This design comes from an exercise in tuning for small area and a short achievable clock period on the open sky130 flow, not from production work.
Function was checked by simulation only, so behaviour that the tests miss may differ from the original.
Power figures rest on the tool's default switching activity, not on a simulated workload.

`design.v`:
```
package alu_imm_dq_mw_pkg;
  localparam int LOG_PR_COUNT = 7;
  localparam int LOG_PRF_BANK_COUNT = 2;
  localparam int PRF_BANK_COUNT = 1 << LOG_PRF_BANK_COUNT;
  localparam int LOG_ROB_ENTRIES = 7;
  localparam int UPPER_W = LOG_PR_COUNT - LOG_PRF_BANK_COUNT;
  localparam int E_ROB = 0;
  localparam int E_DEST = E_ROB + LOG_ROB_ENTRIES;
  localparam int E_ZERO = E_DEST + LOG_PR_COUNT;
  localparam int E_RDY = E_ZERO + 1;
  localparam int E_APR = E_RDY + 1;
  localparam int E_IMM = E_APR + LOG_PR_COUNT;
  localparam int E_OP = E_IMM + 12;
  localparam int ENTRY_W = E_OP + 4;
endpackage
import alu_imm_dq_mw_pkg::*;
module rob_age_cmp
(
  input  logic [LOG_ROB_ENTRIES-1:0] idx,
  input  logic [LOG_ROB_ENTRIES-1:0] ref_idx,
  input  logic [LOG_ROB_ENTRIES-1:0] head,
  output logic younger_eq
);
  logic [LOG_ROB_ENTRIES-1:0] idx_age, ref_age;
  assign idx_age = idx - head;
  assign ref_age = ref_idx - head;
  assign younger_eq = idx_age >= ref_age;
endmodule
import alu_imm_dq_mw_pkg::*;
module alu_imm_dq_mw
#(
  parameter int ENTRIES = 8,
  parameter int DISPATCH_WAYS = 4,
  parameter int LAUNCH_WAYS = 2,
  parameter int OCC_W = $clog2(ENTRIES + 1)
) (
  input logic CLK,
  input logic RST,
  input  logic [DISPATCH_WAYS-1:0] dispatch_attempt_by_way,
  input  logic [DISPATCH_WAYS-1:0] dispatch_valid_by_way,
  input  logic [DISPATCH_WAYS*4-1:0] dispatch_op_by_way,
  input  logic [DISPATCH_WAYS*12-1:0] dispatch_imm12_by_way,
  input  logic [DISPATCH_WAYS*LOG_PR_COUNT-1:0] dispatch_A_PR_by_way,
  input  logic [DISPATCH_WAYS-1:0] dispatch_A_ready_by_way,
  input  logic [DISPATCH_WAYS-1:0] dispatch_A_is_zero_by_way,
  input  logic [DISPATCH_WAYS*LOG_PR_COUNT-1:0] dispatch_dest_PR_by_way,
  input  logic [DISPATCH_WAYS*LOG_ROB_ENTRIES-1:0] dispatch_ROB_index_by_way,
  output logic [DISPATCH_WAYS-1:0] dispatch_ack_by_way,
  input  logic [PRF_BANK_COUNT-1:0] WB_bus_valid_by_bank,
  input  logic [PRF_BANK_COUNT*UPPER_W-1:0] WB_bus_upper_PR_by_bank,
  input  logic kill_valid,
  input  logic [LOG_ROB_ENTRIES-1:0] kill_ROB_index,
  input  logic [LOG_ROB_ENTRIES-1:0] rob_head_index,
  output logic [LAUNCH_WAYS-1:0] iq_enq_valid,
  output logic [LAUNCH_WAYS*4-1:0] iq_enq_op,
  output logic [LAUNCH_WAYS*12-1:0] iq_enq_imm12,
  output logic [LAUNCH_WAYS*LOG_PR_COUNT-1:0] iq_enq_A_PR,
  output logic [LAUNCH_WAYS-1:0] iq_enq_A_ready,
  output logic [LAUNCH_WAYS-1:0] iq_enq_A_is_zero,
  output logic [LAUNCH_WAYS*LOG_PR_COUNT-1:0] iq_enq_dest_PR,
  output logic [LAUNCH_WAYS*LOG_ROB_ENTRIES-1:0] iq_enq_ROB_index,
  input  logic [LAUNCH_WAYS-1:0] iq_enq_ready,
  output logic [OCC_W-1:0] occupancy
);
  logic [PRF_BANK_COUNT*UPPER_W-1:0] wb_upper;
  assign wb_upper = WB_bus_upper_PR_by_bank;
  logic [ENTRIES-1:0][ENTRY_W-1:0] ent_q, ent_n, held;
  logic [DISPATCH_WAYS-1:0][ENTRY_W-1:0] disp;
  logic [ENTRIES-1:0] valid_q, valid_n, wake, younger;
  logic [DISPATCH_WAYS-1:0] disp_wake;
  logic [OCC_W-1:0] occ_q;
  logic [LAUNCH_WAYS-1:0] launch;
  logic [DISPATCH_WAYS-1:0] ack;
  logic go, run;
  int n_launch, n_att, n_placed, n_valid;
  assign go = ~RST & ~kill_valid;
  for (genvar i = 0; i < ENTRIES; i++) begin : g_ent
    rob_age_cmp u_age (
      .idx(ent_q[i][E_ROB +: LOG_ROB_ENTRIES]),
      .ref_idx(kill_ROB_index),
      .head(rob_head_index),
      .younger_eq(younger[i])
    );
    assign wake[i] = WB_bus_valid_by_bank[ent_q[i][E_APR +: LOG_PRF_BANK_COUNT]] &&
                     wb_upper[ent_q[i][E_APR +: LOG_PRF_BANK_COUNT]*UPPER_W +: UPPER_W] ==
                     ent_q[i][E_APR + LOG_PRF_BANK_COUNT +: UPPER_W];
  end
  for (genvar w = 0; w < DISPATCH_WAYS; w++) begin : g_disp_wake
    assign disp_wake[w] = WB_bus_valid_by_bank[dispatch_A_PR_by_way[w*LOG_PR_COUNT +: LOG_PRF_BANK_COUNT]] &&
                          wb_upper[dispatch_A_PR_by_way[w*LOG_PR_COUNT +: LOG_PRF_BANK_COUNT]*UPPER_W +: UPPER_W] ==
                          dispatch_A_PR_by_way[w*LOG_PR_COUNT + LOG_PRF_BANK_COUNT +: UPPER_W];
  end
  always_comb begin
    held = ent_q;
    for (int i = 0; i < ENTRIES; i++) held[i][E_RDY] = ent_q[i][E_RDY] | wake[i];
    launch = '0;
    run = go;
    n_launch = 0;
    for (int k = 0; k < LAUNCH_WAYS; k++) begin
      run = run & valid_q[k] & iq_enq_ready[k];
      launch[k] = run;
      n_launch += run ? 1 : 0;
    end
    ack = '0;
    n_att = 0;
    for (int w = 0; w < DISPATCH_WAYS; w++) begin
      disp[w][E_OP +: 4] = dispatch_op_by_way[w*4 +: 4];
      disp[w][E_IMM +: 12] = dispatch_imm12_by_way[w*12 +: 12];
      disp[w][E_APR +: LOG_PR_COUNT] = dispatch_A_PR_by_way[w*LOG_PR_COUNT +: LOG_PR_COUNT];
      disp[w][E_RDY] = dispatch_A_ready_by_way[w] | disp_wake[w];
      disp[w][E_ZERO] = dispatch_A_is_zero_by_way[w];
      disp[w][E_DEST +: LOG_PR_COUNT] = dispatch_dest_PR_by_way[w*LOG_PR_COUNT +: LOG_PR_COUNT];
      disp[w][E_ROB +: LOG_ROB_ENTRIES] = dispatch_ROB_index_by_way[w*LOG_ROB_ENTRIES +: LOG_ROB_ENTRIES];
      ack[w] = dispatch_attempt_by_way[w] & go & (n_att < ENTRIES - int'(occ_q));
      n_att += dispatch_attempt_by_way[w] ? 1 : 0;
    end
    ent_n = '0;
    valid_n = '0;
    for (int i = 0; i < ENTRIES; i++)
      for (int s = i; s < ENTRIES; s++)
        if (s == (kill_valid ? i : i + n_launch) && valid_q[s] && !(kill_valid && younger[s])) begin
          ent_n[i] = held[s];
          valid_n[i] = 1'b1;
        end
    n_placed = 0;
    for (int w = 0; w < DISPATCH_WAYS; w++)
      if (ack[w] && dispatch_valid_by_way[w]) begin
        for (int i = 0; i < ENTRIES; i++)
          if (i == int'(occ_q) - n_launch + n_placed) begin
            ent_n[i] = disp[w];
            valid_n[i] = 1'b1;
          end
        n_placed++;
      end
    n_valid = 0;
    for (int i = 0; i < ENTRIES; i++) n_valid += valid_n[i] ? 1 : 0;
  end
  always_ff @(posedge CLK) begin
    if (RST) begin
      ent_q <= '0;
      valid_q <= '0;
      occ_q <= '0;
    end else begin
      ent_q <= ent_n;
      valid_q <= valid_n;
      occ_q <= OCC_W'(n_valid);
    end
  end
  assign dispatch_ack_by_way = ack;
  assign iq_enq_valid = launch;
  assign occupancy = occ_q;
  for (genvar k = 0; k < LAUNCH_WAYS; k++) begin : g_out
    assign iq_enq_op[k*4 +: 4] = held[k][E_OP +: 4];
    assign iq_enq_imm12[k*12 +: 12] = held[k][E_IMM +: 12];
    assign iq_enq_A_PR[k*LOG_PR_COUNT +: LOG_PR_COUNT] = held[k][E_APR +: LOG_PR_COUNT];
    assign iq_enq_A_ready[k] = held[k][E_RDY];
    assign iq_enq_A_is_zero[k] = held[k][E_ZERO];
    assign iq_enq_dest_PR[k*LOG_PR_COUNT +: LOG_PR_COUNT] = held[k][E_DEST +: LOG_PR_COUNT];
    assign iq_enq_ROB_index[k*LOG_ROB_ENTRIES +: LOG_ROB_ENTRIES] = held[k][E_ROB +: LOG_ROB_ENTRIES];
  end
endmodule
```
`config.mk`:
```
export PLATFORM = sky130hd
export DESIGN_NAME = alu_imm_dq_mw
export DESIGN_NICKNAME = alu_imm_dq_mw
export VERILOG_FILES = /design/flow/design.v
export SDC_FILE = /design/flow/constraint.sdc
export NUM_CORES = 4
export LEC_CHECK = 0
export CAP_MARGIN = 20
export CORE_MARGIN = 2
export CORE_UTILIZATION = 30
export SLEW_MARGIN = 20
```
`constraint.sdc`:
```
create_clock -name core_clock -period 8.0 [get_ports {CLK}]
set_input_delay 1.6000 -clock core_clock [delete_from_list [all_inputs] [get_ports {CLK}]]
set_output_delay 1.6000 -clock core_clock [all_outputs]
set_load 0.01 [all_outputs]
```
`run.sh`:
```
#!/bin/bash
# synth_recipe.tcl (not shown) runs the flow's synth.tcl, then flattens the netlist and writes it again
# the make line also repeats each setting of config.mk as NAME=value (left out here)
make -C /OpenROAD-flow-scripts/flow DESIGN_CONFIG=/design/flow/config.mk WORK_HOME=/design/flow/orfs CLKGATE_MAP_FILE= SYNTH_SCRIPT=/design/flow/synth_recipe.tcl finish
```
==> summary.md <==
| Metric | Value |
|---|---|
| Status | `timing/DRC/antenna clean` |
| Chip Height | `344 microns` |
| Worst-Skew Late Latency | `0.62 ns` |
| Pin count of the biggest net entering global routing | `81` |
| Post-route DRC | `0` |
| Post-synth EDFFs | `0` |
| Tmin final | `7.82 ns` |
| Max Fclk | `128 MHz` |
| Peak supply drop | `0.000143 V` |
| WL/cell | `33.3 microns` |
| Via Count | `44200` |
| Initial antenna violation count | `21` |
| Initial core utilization | `30.3%` |
| Power Total | `5.55 mW` |
| Final ANT Viol Nets | `0` |
| GR Util All Layers | `33.9%` |
| Least-Margin Pin Slew | `1.30 ns` |
| HP Class | `reg2reg` |
| Crit Path Class | `in2reg` |
| Leak Pwr | `14.8 nW` |
| CTS root buf | `clkbuf_16` |
| Final Skew | `0.0272 ns` |
| WP data required | `8.46 ns` |
| Yosys cell types | `105` |
| Reg2reg path depth | `31` |
| Gate Count Post-Synth | `4809` |
| Post-synth ARST share | `0%` |
| DR vias/cell | `7.01` |
| Hpwl dp | `125 mm` |
| Cell taking the most area after synthesis | `dfxtp_1` |
| CTS sink cnt | `324` |
| Layout cell share with drive strength beyond 1 | `11.6%` |
| Final period util | `97.7%` |
| Std-Cell Rows | `124` |
| Final Util | `35.5%` |
| Htree depth | `2` |
| Syn Area/Cell | `7.21 sq um` |
| Hold depth | `2` |
| Max-capacitance violation count | `0` |
| Vias in the first global route | `40800` |
| Final number of hold-violating endpoints | `0` |
| Synth top area cells | `dfxtp_1 (19%), nand2_1 (5.7%), clkbuf_1 (4.9%)` |
| I/O Buffers | `294` |
| Largest stage delay, worst path | `0.52 ns` |
| Cell Pwr Density | `136 nW/um^2` |
| Arrival time at the worst endpoint | `8.27 ns` |
| Hold_buf cts | `0` |
| DR pass1 iterations | `20` |
| Fill cells | `12000` |
| Most common cell on crit path | `ha_4` |
| Critical Path Sink Type | `flop` |
| Commonest cells after routing, fill and taps aside | `nand2_1 (516), nor2_1 (430), dfxtp_1 (324)` |
| Placer Congestion | `0.979` |
| Most used DFF post-synth | `dfxtp_1` |
| CTS Buf Count | `41` |
| Slew headroom | `13.6%` |
| Sequential cell area fraction in the yosys report | `18.7%` |
| Critical-path top delay cell | `or4b_4` |
| Die width | `344 microns` |
| Ports | `295` |
| Synth warnings | `1` |
| Synthesis-stage register bit count | `324` |
| Critical Path Fanout Max | `3` |
| Detailed Route Iter0 Violations | `8133` |
| Post-synth top area share | `18.7%` |
| Synth Cell Area | `34700 sq um` |
| Core ar. | `115000 sq um` |
| Clock transition at path regs | `0.06 ns` |
| CTS tree | `built` |
| Clock tree buffer depth | `3` |
| Hold Slack | `0.546 ns` |
| Most common cell after layout, fill and taps aside | `nand2_1` |
| # setup viols final | `0` |
| First-pass GRT wire length | `294 mm` |
| Max-slew violations | `0` |
| Crit path launch type | `input pin` |
| Global route overflow | `0` |
| Synthesis-to-finish area growth | `17.2%` |
| Syn nets | `5169` |
| Die Footprint | `118000 sq um` |
| Drt total wl | `210 mm` |
| Final net count | `5107` |
area by class of cell:
type                       count  area [sq um]  share of cell area, %
clock buffer                  64          1240                   3.06
clock inverter                 8          96.3                  0.237
antenna                       20          50.0                  0.123
tap                         1512          1890                   4.66
timing repair buffer         557          5090                   12.5
multi-input combinational   3739         25400                   62.6
sequential                   324          6490                   16.0
inverter                      84           320                  0.788
what timing repair did:
action | 4_1_cts | 5_1_grt
endpoints found under the setup margin | 3 | 3
resized for setup | 5 | 33
buffers inserted | 1 | 8
pin swaps | 6 | 31
cells in the mapped netlist, drive strengths merged (59+ instances only):
library cell,instances
nand2,527
clkbuf,457
nor2,437
dfxtp,324
a21oi,286
o21ai,265
o211ai,217
buf,205
nand3,145
ha,136
a31oi,111
nor3,110
a221oi,108
or3,101
and3,95
a22oi,90
inv,84
o2111ai,78
o21a,75
o22ai,72
a222oi,70
a221o,69
nor2b,69
nor4,63
a211oi,60
mux4,59
critical path: cells and delay by family:
kind,cells,cell delay [ns]
adders and majority gates,10,3.21
AOI/OAI and AO/OA,1,0.13
buffers and inverters,5,0.37
xor gates and xnor gates,1,0.17
and+or+nand+nor,13,2.78
kinds of logic after synthesis:
logic type	count (synthesis)	share of synthesized area, %
AO/OA/AOI/OAI	1721	35.3
AND/OR/NAND/NOR	1680	23.2
buffers and inverters	746	9.52
flip-flops	324	18.7
adder cells (fa/ha/maj)	155	5.95
multiplexers	93	4.84
XOR/XNOR	90	2.43
per-layer routing:
metal,vias to the layer above,track usage (%),wire length [microns]
li1,18000,-,-
met1,20500,40.5,72200
met2,4395,48.1,83600
met3,1332,15.7,35600
met4,14,23.2,18200
met5,-,0.0801,113
registers in the layout, summed over array words and instances, names as in the netlist:
name	cells
occ_q	4
ent_q	312
valid_q	8
metrics by stage:
step           instances  cell area (sq um)  worst slack [ns]  setup TNS, ns
2_1_floorplan       4809              34800            -0.509          -1.34
3_3_place_gp        6205              39000            -0.787          -2.59
3_5_place_dp        6205              39000            -0.817          -2.75
4_1_cts             6278              40400            0.0192              0
5_1_grt             6293              40600           -0.0168        -0.0168
6_report            6308              40600             0.181              0
power by group:
| group | internal (mW) | switching, mW | leakage, nW |
|---|---|---|---|
| clock network | 1.13 | 0.860 | 0.657 |
| registers | 1.67 | 0.0968 | 2.61 |
| logic | 0.674 | 1.12 | 11.5 |
| total | 3.47 | 2.08 | 14.8 |
path summary, 6_finish.rpt:
| kind | slack (ns) | endpoint | from |
|---|---|---|---|
| worst max-delay path | 0.18 | occ_q[1] | kill_valid |
| worst min register to register | 0.55 | ent_q[7] | ent_q[7] |
| worst min-delay path | 0.55 | ent_q[7] | ent_q[7] |
| worst max register to register | 0.44 | occ_q[1] | occ_q[0] |

[afterwards: timing with drivers on the ports]
How much do the figures lean on ideal ports? The routed layout below was timed once more, with nothing changed but the port constraints. Step 1 assumes that a clkbuf_16 drives the clock port and a buf_2 every other input. Step 2 times the ports against the registers' clock, not the clock port: input delays grow and output delays shrink by t, the midpoint of the rising clock arrivals with the driver on. a / b / c = ideal / step 1 / step 2; a / b = the first two.
shift t [ns]: 0.677
setup WS [ns]: 0.181 / 0.219 / -0.458
latest minus earliest clock arrival (ns): 0.030 / 0.030
worst register clock-pin slew, ns: 0.07 / 0.07
With both steps, setup timing fails in this run, where it was met with ideal ports. For this run, drivers alone change the setup slack by +0.038 ns; drivers and shift together by -0.639 ns.
